This is an optimization exercise on Yosys and OpenROAD, whose aim is small area and a short achievable clock period, not a production implementation.
In this exercise RTL edits were held to simulation tests only and were not proved equivalent to the original.
Power is estimated from default activity; no workload was simulated.

// if_stage
module if_stage #(
    parameter int unsigned BTB_IDX_BITS = 4,
    parameter logic [31:0] RESET_PC     = 32'h0000_0000,
    parameter logic [31:0] NOP_INST     = 32'h0000_0013
) (
    input  logic        clk,
    input  logic        reset,
    input  logic        stall,
    input  logic        flush,
    input  logic [31:0] redirect_pc,
    input  logic        upd_valid,
    input  logic [31:0] upd_pc,
    input  logic        upd_taken,
    input  logic [31:0] upd_target,
    output logic [31:0] imem_addr,
    input  logic [31:0] imem_inst,
    output logic [31:0] if_id_inst,
    output logic [31:0] if_id_pc,
    output logic        if_id_valid,
    output logic        if_id_pred_taken,
    output logic [31:0] if_id_pred_target
);
==> flow/config.mk <==
export PLATFORM = sky130hd
export DESIGN_NAME = if_stage
export DESIGN_NICKNAME = if_stage
export VERILOG_FILES = /design/flow/design.v
export SDC_FILE = /design/flow/constraint.sdc
export NUM_CORES = 4
export LEC_CHECK = 0
export CAP_MARGIN = 20
export CORE_MARGIN = 2
export CORE_UTILIZATION = 55
export CTS_CLUSTER_DIAMETER = 80
export CTS_CLUSTER_SIZE = 30
export SETUP_SLACK_MARGIN = 3.5
export SLEW_MARGIN = 20
==> flow/constraint.sdc <==
create_clock -name core_clock -period 6.0 [get_ports {clk}]
set_input_delay 1.2000 -clock core_clock [delete_from_list [all_inputs] [get_ports {clk}]]
set_output_delay 1.2000 -clock core_clock [all_outputs]
set_load 0.01 [all_outputs]
run.sh (not shown) runs the stock make flow with config.mk's settings and CLKGATE_MAP_FILE= SYNTH_SCRIPT=/design/flow/synth_recipe.tcl, a recipe that flattens the netlist after the stock synthesis.
The first run completed with no timing, DRC or antenna violations.
Then changed:
==> flow/flow/run.sh (new file) <==
#!/bin/bash
set -euo pipefail
export BUFFER_PORTS_ARGS="-buffer_cell sky130_fd_sc_hd__buf_2"
export CTS_ARGS="-sink_clustering_enable -repair_clock_nets -dont_use_dummy_load -sink_clustering_size 30 -sink_clustering_max_diameter 80"
bash standard.sh > flow_make.log 2>&1
==> flow/standard.sh (new file) <==
#!/bin/bash
# synth_recipe.tcl (not shown) runs the flow's synth.tcl, then flattens the netlist and writes it again
# the make line also repeats each setting of config.mk as NAME=value (left out here)
make -C /OpenROAD-flow-scripts/flow DESIGN_CONFIG=/design/flow/config.mk WORK_HOME=/design/flow/orfs CLKGATE_MAP_FILE= SYNTH_SCRIPT=/design/flow/synth_recipe.tcl "${@:-finish}"
--- a/flow/config.mk
+++ b/flow/config.mk
@@ -11,3 +11 @@
-export CTS_CLUSTER_DIAMETER = 80
-export CTS_CLUSTER_SIZE = 30
-export SETUP_SLACK_MARGIN = 3.5
+export SETUP_SLACK_MARGIN = 3.1
removed: flow/run.sh
Effect:
- sequential power barely changes
- flip-flop and latch count stays the same
- power goes down by 5.9%
Then changed:
--- a/flow/config.mk
+++ b/flow/config.mk
@@ -10,2 +10,3 @@
-export CORE_UTILIZATION = 55
-export SETUP_SLACK_MARGIN = 3.1
+export CORE_UTILIZATION = 45
+export PLACE_DENSITY = 0.75
+export SETUP_SLACK_MARGIN = 3.5
What happened: Fmax goes up by 1.7%. Via count is higher by 5.9%. Count of clock-buffer cells in the layout drops by 4. Clock skew came out higher by 35 ps. First-iteration DRC count grows by 34%. Hold slack gets worse by 16 ps. Non-clock buffer count climbs by 175. Area after synthesis stays the same. Die area rises by 22%.
Then changed:
==> flow/run.sh (new file) <==
#!/bin/bash
# synth_recipe.tcl (not shown) runs the flow's synth.tcl, then flattens the netlist and writes it again
# the make line also repeats each setting of config.mk as NAME=value (left out here)
make -C /OpenROAD-flow-scripts/flow DESIGN_CONFIG=/design/flow/config.mk WORK_HOME=/design/flow/orfs CLKGATE_MAP_FILE= SYNTH_SCRIPT=/design/flow/synth_recipe.tcl finish
--- a/flow/config.mk
+++ b/flow/config.mk
@@ -7,0 +8 @@
+export ABC_CLOCK_PERIOD_IN_PS = 2500
@@ -10,2 +11 @@
-export CORE_UTILIZATION = 45
-export PLACE_DENSITY = 0.75
+export CORE_UTILIZATION = 55
@@ -13,0 +14 @@
+export TNS_END_PERCENT = 10
removed: flow/flow/run.sh
removed: flow/standard.sh
- wire length goes down slightly
- total power goes up by about a fifth
- utilization goes up by 15 points
- register-to-register slack got worse by 110 ps
- design area goes up by a few percent
- worst setup slack got worse by 110 ps
- die area goes down by about a fifth
- first-iteration DRC count goes down by about a fifth
- clock-buffer cell count goes up by 112
- clock power goes up by well over a third

---

if_stage, a different RTL version from the one above (not shown whole).
Size: roughly 1100 flip-flops, about 260 I/O pins, ~49000 um2 of cells after synthesis.
clock: 6.0 ns
lec_check: 0
cap_margin: 20
core_margin: 2
core_utilization: 55
setup_slack_margin: 3.2
slew_margin: 20
tns_end_percent: 50
standard.sh (not shown) runs the stock make flow with config.mk's settings and CLKGATE_MAP_FILE= SYNTH_SCRIPT=/design/flow/synth_recipe.tcl, a recipe that flattens the netlist after the stock synthesis.
==> flow/flow/run.sh <==
#!/bin/bash
set -euo pipefail
export BUFFER_PORTS_ARGS="-buffer_cell sky130_fd_sc_hd__buf_2"
export CTS_ARGS="-sink_clustering_enable -repair_clock_nets -dont_use_dummy_load -sink_clustering_size 30 -sink_clustering_max_diameter 80"
bash standard.sh > flow_make.log 2>&1
The first run ran to the end with no violations.
Edit:
--- a/flow/config.mk
+++ b/flow/config.mk
@@ -9,5 +9,4 @@
 export CORE_MARGIN = 2
 export CORE_UTILIZATION = 55
-export SETUP_SLACK_MARGIN = 3.2
+export SETUP_SLACK_MARGIN = 3.0
 export SLEW_MARGIN = 20
-export TNS_END_PERCENT = 50
Outcome: The new run passed the timing, design-rule and antenna checks. Count of clock-buffer cells in the layout goes up by 1. Sequential power hardly moves. Core utilization decreases by 2.0 points. Sequential cell count stays the same.
Edit:
--- a/flow/config.mk
+++ b/flow/config.mk
@@ -9,4 +9,4 @@
 export CORE_MARGIN = 2
 export CORE_UTILIZATION = 55
-export SETUP_SLACK_MARGIN = 3.0
+export SETUP_SLACK_MARGIN = 2.6
 export SLEW_MARGIN = 20
=> Clock skew shrinks by 28 ps; routed wire length goes down by 6.5%; sequential share of layout area rises by 2.1 points; setup slack is worse by 320 ps; global-route usage falls by 2.3 points; via count went down by 3.7%; cell area decreases by 3.6%; fmax shrinks by 9.4%; sequential power came out higher by about 1%.

## re-timing with driven ports
How much do the figures lean on ideal ports? The routed layouts below were timed once more, with nothing changed but the port constraints.
Step 1 (the two cells are an assumption about what drives the block):
set clk [get_ports {clk}]
set_driving_cell -lib_cell sky130_fd_sc_hd__clkbuf_16 $clk
set_driving_cell -lib_cell sky130_fd_sc_hd__buf_2 [delete_from_list [all_inputs] $clk]
Step 2 adds t to the input delays and takes it off the output delays; t is the mean of the earliest and latest rising clock arrival at the registers after step 1. Input paths then give back, and output paths get back, about the clock's delay inside the block.
Slacks: no drivers / after step 1 / after step 2; pairs: no drivers / after step 1.
run	t, ns	slack for setup (ns)	worst setup path after step 2
the first run of note 1	0.746	2.952 / 2.952 / 2.352	input to register
the second run of note 1	0.714	2.949 / 2.949 / 2.380	input to register
the third run of note 1	0.712	2.999 / 2.999 / 2.430	input to register
the fourth run of note 1	0.779	2.885 / 2.885 / 2.293	input to register
the first run of note 2	0.712	3.063 / 2.965 / 2.254	input to register
the second run of note 2	0.719	2.938 / 2.924 / 2.265	input to register
the third run of note 2	0.705	2.622 / 2.601 / 1.957	input to register
After both steps setup and hold are still met in every run listed. The setup slack of the first run of note 2, which loses most, moves by -0.098 ns with the drivers and by -0.809 ns with both steps.
